Source: an optimization exercise on an open RTL-to-GDS flow (aim: small area, a short achievable clock period and few clock cycles). Production flows keep margins and buffers that such runs may drop. The RTL was checked by simulation tests, not by an equivalence proof against the original design. Power figures rest on the tool's default switching activity, not on a simulated workload.

==> flow/design.v <==
module rc4_encrypt #(
    parameter int unsigned KEY_BYTES = 3
) (
    input  logic                   clk,
    input  logic                   clr,
    input  logic                   start,
    input  logic [8*KEY_BYTES-1:0] secret_key,
    output logic                   busy,
    input  logic                   pt_valid,
    input  logic [7:0]             pt_data,
    input  logic                   pt_last,
    output logic                   pt_ready,
    output logic                   ct_valid,
    output logic [7:0]             ct_data,
    output logic                   ct_last,
    input  logic                   ct_ready,
    output logic                   done
);
    localparam int unsigned KW = 8 * KEY_BYTES;
    localparam int unsigned FD = 4;           
    logic          r_busy;                    
    logic          r_init;                    
    logic          r_ksa;                     
    logic          r_str;                     
    logic          r_sw;                      
    logic [7:0]    r_r;                       
    logic [7:0]    r_pend;                    
    logic [7:0]    r_addr;                    
    logic [7:0]    r_lag;                     
    logic [KW-1:0] r_key;
    logic          r_done;
    logic [2047:0] r_p;
    logic          r_b1v, r_b2v;
    logic [7:0]    r_sj;
    logic [7:0]    r_sar;                     
    logic [7:0]    r_t2;                      
    logic [7:0]    r_f [FD];
    logic [2:0]    r_fc;
    logic          r_pr;
    logic          r_ov, r_ol, r_sv, r_sl;
    logic [7:0]    r_od, r_sd;
    logic [7:0] w_sa, w_p1, w_p2, w_sj, w_kbn;
    assign w_sa  = r_p[7:0];
    assign w_p1  = ~r_p[15:8];
    assign w_p2  = r_p[23:16];
    assign w_kbn = (KEY_BYTES > 1) ? r_key[KW-9 -: 8] : r_key[KW-1 -: 8];
    logic       w_endks;
    logic [7:0] w_pend_ks, w_pend_st, w_pend_end, w_pend;
    assign w_endks    = r_ksa & (r_r == 8'd255);
    assign w_pend_ks  = (r_pend == 8'd1) ? (w_sa + w_kbn) : (r_pend + w_p1 + w_kbn - 8'd1);
    assign w_pend_st  = (r_pend == 8'd1) ? w_sa : (r_pend + w_p1 - 8'd1);
    assign w_pend_end = ((r_pend == 8'd2) ? w_sa : w_p2) - 8'd1;
    always_comb begin
        if (r_ksa)      w_pend = w_endks ? w_pend_end : w_pend_ks;
        else if (r_sw)  w_pend = w_pend_st;
        else            w_pend = r_pend;
    end
    logic [7:0] w_tp, w_am1, w_t2;
    assign w_tp  = r_sar + r_sj;
    assign w_am1 = r_addr - 8'd1;
    assign w_t2  = (w_tp == 8'd255) ? w_am1 : (w_tp == w_am1) ? 8'd255 : w_tp;
    logic [7:0] w_k, w_head, w_ct;
    logic [255:0] w_eqk;
    logic [7:0]   w_kraw;
    always_comb begin
        for (int p = 0; p < 256; p++) w_eqk[p] = (r_t2 == 8'(p));
    end
    rc4_sbox_read u_rdk (.q(r_p), .e(w_eqk), .y(w_kraw));
    assign w_k    = w_kraw ^ {8{r_t2[0]}};
    assign w_head = (r_fc != 3'd0) ? r_f[0] : w_k;
    assign w_ct   = pt_data ^ w_head;
    logic w_accept, w_pop, w_lastx;
    assign w_accept = start & ~r_busy;
    assign w_pop    = pt_valid & r_pr;
    assign w_lastx  = r_ov & ct_ready & r_ol;
    logic       n_ksa, n_str, n_sv, n_ov, n_sw;
    logic [7:0] n_lag;
    logic [2:0] n_fc, n_occ;
    always_comb begin
        n_ksa = (r_ksa & ~w_endks) | w_accept;
        n_str = (r_str & ~(w_pop & pt_last)) | w_endks;
        if (w_endks)       n_lag = 8'd255;
        else if (r_sw)     n_lag = r_lag;
        else               n_lag = r_lag + 8'd1;
        n_fc  = r_fc + {2'b0, r_b2v} - {2'b0, w_pop};
        n_occ = r_fc + {2'b0, r_b2v} + {2'b0, r_b1v} + {2'b0, r_sw & r_str};
        n_sw  = n_ksa | (n_str & (n_lag == 8'd0) & (n_occ < 3'(FD)));
        if (~r_ov | ct_ready) begin
            n_ov = r_sv | w_pop;
            n_sv = 1'b0;
        end else begin
            n_ov = 1'b1;
            n_sv = r_sv | w_pop;
        end
    end
    always_ff @(posedge clk) begin
        if (clr) begin
            r_busy <= 1'b0;
            r_init <= 1'b1;
            r_ksa  <= 1'b0;
            r_str  <= 1'b0;
            r_sw   <= 1'b0;
            r_pr   <= 1'b0;
            r_ov   <= 1'b0;
            r_sv   <= 1'b0;
            r_done <= 1'b0;
            r_b1v  <= 1'b0;
            r_b2v  <= 1'b0;
            r_fc   <= 3'd0;
        end else begin
            r_busy <= (r_busy & ~w_lastx) | w_accept;
            r_init <= ~((r_busy & ~w_lastx) | w_accept);
            r_done <= r_busy & w_lastx;
            r_ksa  <= n_ksa;
            r_str  <= n_str;
            r_sw   <= n_sw;
            r_pr   <= n_str & ((n_fc != 3'd0) | r_b1v) & ~n_sv;
            r_ov   <= n_ov;
            r_sv   <= n_sv;
            r_b1v  <= r_sw & r_str;
            r_b2v  <= r_b1v;
            r_fc   <= r_init ? 3'd0 : n_fc;
        end
    end
    always_ff @(posedge clk) begin
        r_lag <= n_lag;
        if (r_init) begin
            r_r    <= 8'd0;
            r_key  <= secret_key;
            r_pend <= secret_key[KW-1 -: 8];
            r_addr <= secret_key[KW-1 -: 8];
        end else begin
            r_r    <= r_r + 8'd1;
            if (r_ksa) r_key <= {r_key[KW-9:0], r_key[KW-1 -: 8]};
            r_pend <= w_pend;
            r_addr <= n_sw ? w_pend : 8'd0;
        end
        r_sj  <= w_sj;
        r_sar <= w_sa - r_r - 8'd2;
        r_t2  <= w_t2;
        for (int n = 0; n < FD; n++) begin
            if (w_pop) begin
                if (n + 1 < FD && 3'(n + 1) < r_fc) r_f[n] <= r_f[n+1];
                else                               r_f[n] <= w_k;
            end else begin
                if (3'(n) >= r_fc) r_f[n] <= w_k;
            end
        end
        if (~r_ov | ct_ready) begin
            r_od <= r_sv ? r_sd : w_ct;
            r_ol <= r_sv ? r_sl : pt_last;
        end else if (w_pop) begin
            r_sd <= w_ct;
            r_sl <= pt_last;
        end
    end
    logic [255:0] w_eq, w_a, w_n;
    logic [7:0]   w_bus [2][2];
    logic [7:0]   w_sjraw;
    rc4_sbox_read u_rdj (.q(r_p), .e({w_a[254:0], w_eq[0]}), .y(w_sjraw));
    assign w_sj = w_sjraw ^ {8{r_addr[0]}};
    always_comb begin
        for (int p = 0; p < 256; p++) w_eq[p] = (r_addr == 8'(p));
        for (int p = 0; p < 255; p++) begin
            w_a[p] = r_init | w_eq[p+1];
            w_n[p] = ~r_init & ~w_eq[p+1];
        end
        w_a[255] = 1'b0;
        w_n[255] = ~r_init;
        for (int k1 = 0; k1 < 2; k1++)
            for (int k2 = 0; k2 < 2; k2++)
                w_bus[k1][k2] = r_init ? {8{k2[0]}} : (w_sa ^ {8{k1[0]}});
    end
    logic [2047:0] w_pd;
    for (genvar p = 0; p < 255; p++) begin : g_ent
        for (genvar b = 0; b < 8; b++) begin : g_bit
            rc4_sbox_bit u_bit (
                .x(w_bus[p % 2 ? 0 : 1][(((p >> b) ^ p) % 2) ? 0 : 1][b]), .a(w_a[p]),
                .up(r_p[(p+1)*8 + b]), .n(w_n[p]), .d(w_pd[p*8 + b])
            );
        end
    end
    assign w_pd[255*8 +: 8] = ~(w_sj | {8{r_init}});
    always_ff @(posedge clk) begin
        r_p <= w_pd;
    end
    assign busy     = r_busy;
    assign pt_ready = r_pr;
    assign ct_valid = r_ov;
    assign ct_data  = r_od;
    assign ct_last  = r_ol;
    assign done     = r_done;
endmodule
module rc4_sbox_bit (
    input  logic x,
    input  logic a,
    input  logic up,
    input  logic n,
    output logic d
);
    assign d = ~((x | n) & (up | a));
endmodule
module rc4_sbox_read (
    input  logic [2047:0] q,
    input  logic [255:0]  e,
    output logic [7:0]    y
);
    for (genvar b = 0; b < 8; b++) begin : g_bit
        logic [85:0] w_gn;
        for (genvar g = 0; g < 85; g++) begin : g_grp
            rc4_sbox_read3 u_leaf (
                .q({q[(3*g + 2)*8 + b], q[(3*g + 1)*8 + b], q[(3*g)*8 + b]}),
                .e(e[3*g +: 3]), .yn(w_gn[g])
            );
        end
        assign w_gn[85] = ~(q[255*8 + b] & e[255]);
        assign y[b] = ~&w_gn;
    end
endmodule
module rc4_sbox_read3 (
    input  logic [2:0] q,
    input  logic [2:0] e,
    output logic       yn
);
    assign yn = ~|(q & e);
endmodule
Settings: LEC_CHECK=0, CAP_MARGIN=20, CORE_MARGIN=2, CORE_UTILIZATION=40, CTS_BUF_LIST=sky130_fd_sc_hd__clkbuf_16, CTS_CLUSTER_DIAMETER=60, CTS_CLUSTER_SIZE=24, PLACE_DENSITY=0.6, SLEW_MARGIN=20, SYNTH_HIERARCHICAL=1, SYNTH_MINIMUM_KEEP_SIZE=0; clock period 13.5 ns.
standard.sh (not shown) runs the stock make flow with config.mk's settings and CLKGATE_MAP_FILE= SYNTH_SCRIPT=/design/flow/synth_recipe.tcl, a recipe that flattens the netlist after the stock synthesis.
==> flow/flow/run.sh <==
#!/bin/bash
# Standard ORFS layout with two changes to how it is made (constraints unchanged):
#  - repair_timing aims for a larger setup slack than the clock needs;
#  - ports are buffered with buf_4 instead of the default delay-style buffer.
set -euo pipefail
EXTRA=(SETUP_SLACK_MARGIN=${MARGIN:-9} "BUFFER_PORTS_ARGS=-buffer_cell sky130_fd_sc_hd__buf_4")
bash standard.sh "${EXTRA[@]}" ${FINAL_TARGET:-finish} > make_finish.log 2>&1
Testbench counts at the start, summed over its fixed seeds: cycles 31,748.
Edit:
--- a/flow/design.v
+++ b/flow/design.v
@@ -59,15 +59,9 @@
     assign w_tp  = r_sar + r_sj;
     assign w_am1 = r_addr - 8'd1;
     assign w_t2  = (w_tp == 8'd255) ? w_am1 : (w_tp == w_am1) ? 8'd255 : w_tp;
     logic [7:0] w_k, w_head, w_ct;
-    logic [255:0] w_eqk;
-    logic [7:0]   w_kraw;
-    always_comb begin
-        for (int p = 0; p < 256; p++) w_eqk[p] = (r_t2 == 8'(p));
-    end
-    rc4_sbox_read u_rdk (.q(r_p), .e(w_eqk), .y(w_kraw));
-    assign w_k    = w_kraw ^ {8{r_t2[0]}};
+    assign w_k    = r_p[r_t2*8 +: 8] ^ {8{r_t2[0]}};
     assign w_head = (r_fc != 3'd0) ? r_f[0] : w_k;
     assign w_ct   = pt_data ^ w_head;
     logic w_accept, w_pop, w_lastx;
     assign w_accept = start & ~r_busy;
@@ -155,11 +149,9 @@
         end
     end
     logic [255:0] w_eq, w_a, w_n;
     logic [7:0]   w_bus [2][2];
-    logic [7:0]   w_sjraw;
-    rc4_sbox_read u_rdj (.q(r_p), .e({w_a[254:0], w_eq[0]}), .y(w_sjraw));
-    assign w_sj = w_sjraw ^ {8{r_addr[0]}};
+    assign w_sj = r_p[r_addr*8 +: 8] ^ {8{r_addr[0]}};
     always_comb begin
         for (int p = 0; p < 256; p++) w_eq[p] = (r_addr == 8'(p));
         for (int p = 0; p < 255; p++) begin
             w_a[p] = r_init | w_eq[p+1];
@@ -199,28 +191,4 @@
     output logic d
 );
     assign d = ~((x | n) & (up | a));
 endmodule
-module rc4_sbox_read (
-    input  logic [2047:0] q,
-    input  logic [255:0]  e,
-    output logic [7:0]    y
-);
-    for (genvar b = 0; b < 8; b++) begin : g_bit
-        logic [85:0] w_gn;
-        for (genvar g = 0; g < 85; g++) begin : g_grp
-            rc4_sbox_read3 u_leaf (
-                .q({q[(3*g + 2)*8 + b], q[(3*g + 1)*8 + b], q[(3*g)*8 + b]}),
-                .e(e[3*g +: 3]), .yn(w_gn[g])
-            );
-        end
-        assign w_gn[85] = ~(q[255*8 + b] & e[255]);
-        assign y[b] = ~&w_gn;
-    end
-endmodule
-module rc4_sbox_read3 (
-    input  logic [2:0] q,
-    input  logic [2:0] e,
-    output logic       yn
-);
-    assign yn = ~|(q & e);
-endmodule
Total power came out higher by 27%; global-route usage went down by 8.0 points; worst hold slack gets worse by 0.0091 ns; final cell count grows by 0.43%; wire length went down by 7.1%; cell area came out higher by 11%; register-to-register slack gets better by 0.65 ns; utilization is lower by 2.5 points; clock-buffer cell count shrinks by 6; die area went up by 17%; setup slack is better by 0.65 ns; maximum frequency increases by 14%.
Testbench counts after the change, summed over its fixed seeds: cycles 31,748.


Another version of the RTL of rc4_encrypt (not shown whole).
Size in the first run: about 7800 cells after synthesis, about 2200 flip-flops, about 0.083 mm2 of cells after synthesis.
==> flow/config.mk <==
export PLATFORM = sky130hd
export DESIGN_NAME = rc4_encrypt
export DESIGN_NICKNAME = rc4_encrypt
export VERILOG_FILES = /design/flow/design.v
export SDC_FILE = /design/flow/constraint.sdc
export NUM_CORES = 4
export LEC_CHECK = 0
export CAP_MARGIN = 20
export CORE_MARGIN = 2
export CORE_UTILIZATION = 40
export CTS_BUF_LIST = sky130_fd_sc_hd__clkbuf_16
export CTS_CLUSTER_DIAMETER = 60
export CTS_CLUSTER_SIZE = 24
export PLACE_DENSITY = 0.6
export SLEW_MARGIN = 20
export SYNTH_HIERARCHICAL = 1
export SYNTH_MINIMUM_KEEP_SIZE = 0
==> flow/constraint.sdc <==
create_clock -name core_clock -period 13.5 [get_ports {clk}]
set_input_delay 2.7000 -clock core_clock [delete_from_list [all_inputs] [get_ports {clk}]]
set_output_delay 2.7000 -clock core_clock [all_outputs]
set_load 0.01 [all_outputs]
Scripts as last shown in full above: flow/flow/run.sh
The baseline passed the timing, DRC and antenna checks.
Testbench counts at the start, summed over its fixed seeds: cycles 31,748.
Edit:
--- a/flow/design.v
+++ b/flow/design.v
@@ -148,34 +148,29 @@
         end
         if (~r_ov | ct_ready) begin
             r_od <= r_sv ? r_sd : w_ct;
             r_ol <= r_sv ? r_sl : pt_last;
         end else if (w_pop) begin
             r_sd <= w_ct;
             r_sl <= pt_last;
         end
     end
     logic [255:0] w_eq, w_a, w_n;
-    logic [15:0]  w_hi, w_lo;
     logic [7:0]   w_bus [2][2];
     logic [7:0]   w_sjraw;
-    rc4_sbox_read u_rdj (.q(r_p), .e({w_a[254:0], w_eq[0]}), .y(w_sjraw));
+    rc4_sbox_read u_rdj (.q(r_p), .e(w_eq), .y(w_sjraw));
     assign w_sj = w_sjraw ^ {8{r_addr[0]}};
     always_comb begin
         for (int p = 0; p < 256; p++) w_eq[p] = (r_addr == 8'(p));
-        for (int h = 0; h < 16; h++) begin
-            w_hi[h] = (r_addr[7:4] == 4'(h)) | r_init;
-            w_lo[h] = (r_addr[3:0] == 4'(h)) | r_init;
-        end
         for (int p = 0; p < 255; p++) begin
-            w_a[p] = w_hi[(p+1) >> 4] & w_lo[(p+1) & 15];
-            w_n[p] = ~(w_hi[(p+1) >> 4] & w_lo[(p+1) & 15]);
+            w_a[p] = r_init | w_eq[p+1];
+            w_n[p] = ~r_init & ~w_eq[p+1];
         end
         w_a[255] = 1'b0;
         w_n[255] = ~r_init;
         for (int k1 = 0; k1 < 2; k1++)
             for (int k2 = 0; k2 < 2; k2++)
                 w_bus[k1][k2] = r_init ? {8{k2[0]}} : (w_sa ^ {8{k1[0]}});
     end
     logic [2047:0] w_pd;
     for (genvar p = 0; p < 255; p++) begin : g_ent
         for (genvar b = 0; b < 8; b++) begin : g_bit
@@ -204,50 +199,28 @@
     output logic d
 );
     assign d = ~((x | n) & (up | a));
 endmodule
 module rc4_sbox_read (
     input  logic [2047:0] q,
     input  logic [255:0]  e,
     output logic [7:0]    y
 );
     for (genvar b = 0; b < 8; b++) begin : g_bit
-        logic [21:0] w_g;
-        for (genvar g = 0; g < 21; g++) begin : g_grp
-            logic [11:0] w_q;
-            for (genvar k = 0; k < 12; k++) begin : g_ent
-                assign w_q[k] = q[(12*g + k)*8 + b];
+        logic [31:0] w_g;
+        for (genvar g = 0; g < 32; g++) begin : g_grp
+            logic [7:0] w_q;
+            for (genvar k = 0; k < 8; k++) begin : g_ent
+                assign w_q[k] = q[(8*g + k)*8 + b];
             end
-            rc4_sbox_read12 u_leaf (.q(w_q), .e(e[12*g +: 12]), .y(w_g[g]));
-        end
-        rc4_sbox_read4 u_last (
-            .q({q[255*8 + b], q[254*8 + b], q[253*8 + b], q[252*8 + b]}),
-            .e(e[252 +: 4]), .y(w_g[21])
-        );
+            rc4_sbox_read8 u_leaf (.q(w_q), .e(e[8*g +: 8]), .y(w_g[g]));
+        end
         assign y[b] = |w_g;
     end
 endmodule
-module rc4_sbox_read12 (
-    input  logic [11:0] q,
-    input  logic [11:0] e,
-    output logic        y
-);
-    logic [3:0] w_n;
-    for (genvar k = 0; k < 4; k++) begin : g_t
-        rc4_sbox_read3 u_t (.q(q[3*k +: 3]), .e(e[3*k +: 3]), .yn(w_n[k]));
-    end
-    assign y = ~&w_n;
-endmodule
-module rc4_sbox_read3 (
-    input  logic [2:0] q,
-    input  logic [2:0] e,
-    output logic       yn
-);
-    assign yn = ~|(q & e);
-endmodule
-module rc4_sbox_read4 (
-    input  logic [3:0] q,
-    input  logic [3:0] e,
+module rc4_sbox_read8 (
+    input  logic [7:0] q,
+    input  logic [7:0] e,
     output logic       y
 );
     assign y = |(q & e);
 endmodule
What happened: The changed run finished clean. Synthesized area came out higher by 5.6%. Synthesized cell count came out higher by 16%. Setup slack is better by 86 ps. Cell area is higher by 1.2%. Hold slack improves by 4.8 ps. Routed wire length went up by 11%. Clock power climbs by about 1%. Sequential cell count stays the same. Via count goes up by 6.0%. Final cell count came out higher by 9.3%. Non-clock buffer count falls by 258. First-iteration DRC count drops by 24%.
Testbench counts after the change, summed over its fixed seeds: cycles 31,748.

separate check: timing with driven ports:
The flow's constraints put no driver on any port. The routed layouts listed below were extracted and timed again, unchanged, in two steps. Step 1: set_driving_cell puts a clkbuf_16 on clk and a buf_2 on each other input, an assumption about the parent block. Step 2 adds t to the input delays and takes it off the output delays; t is the mean of the earliest and latest rising clock arrival at the registers after step 1. Input paths then give back, and output paths get back, about the clock's delay inside the block. Slacks: no drivers / after step 1 / after step 2; pairs: no drivers / after step 1.
run	t, ns	slack for setup (ns)	worst data-port slew with drivers (ns)
the first run of note 1	0.941	8.119 / 8.119 / 8.119	0.06
the second run of note 1	0.976	8.768 / 8.768 / 8.768	0.06
the first run of note 2	0.958	8.730 / 8.730 / 8.730	0.04
the second run of note 2	0.969	8.816 / 8.816 / 8.289	0.04
After both steps every run listed still meets setup and hold. The setup slack of the second run of note 2, which loses most, moves by 0.000 ns with the drivers and by -0.527 ns with both steps.
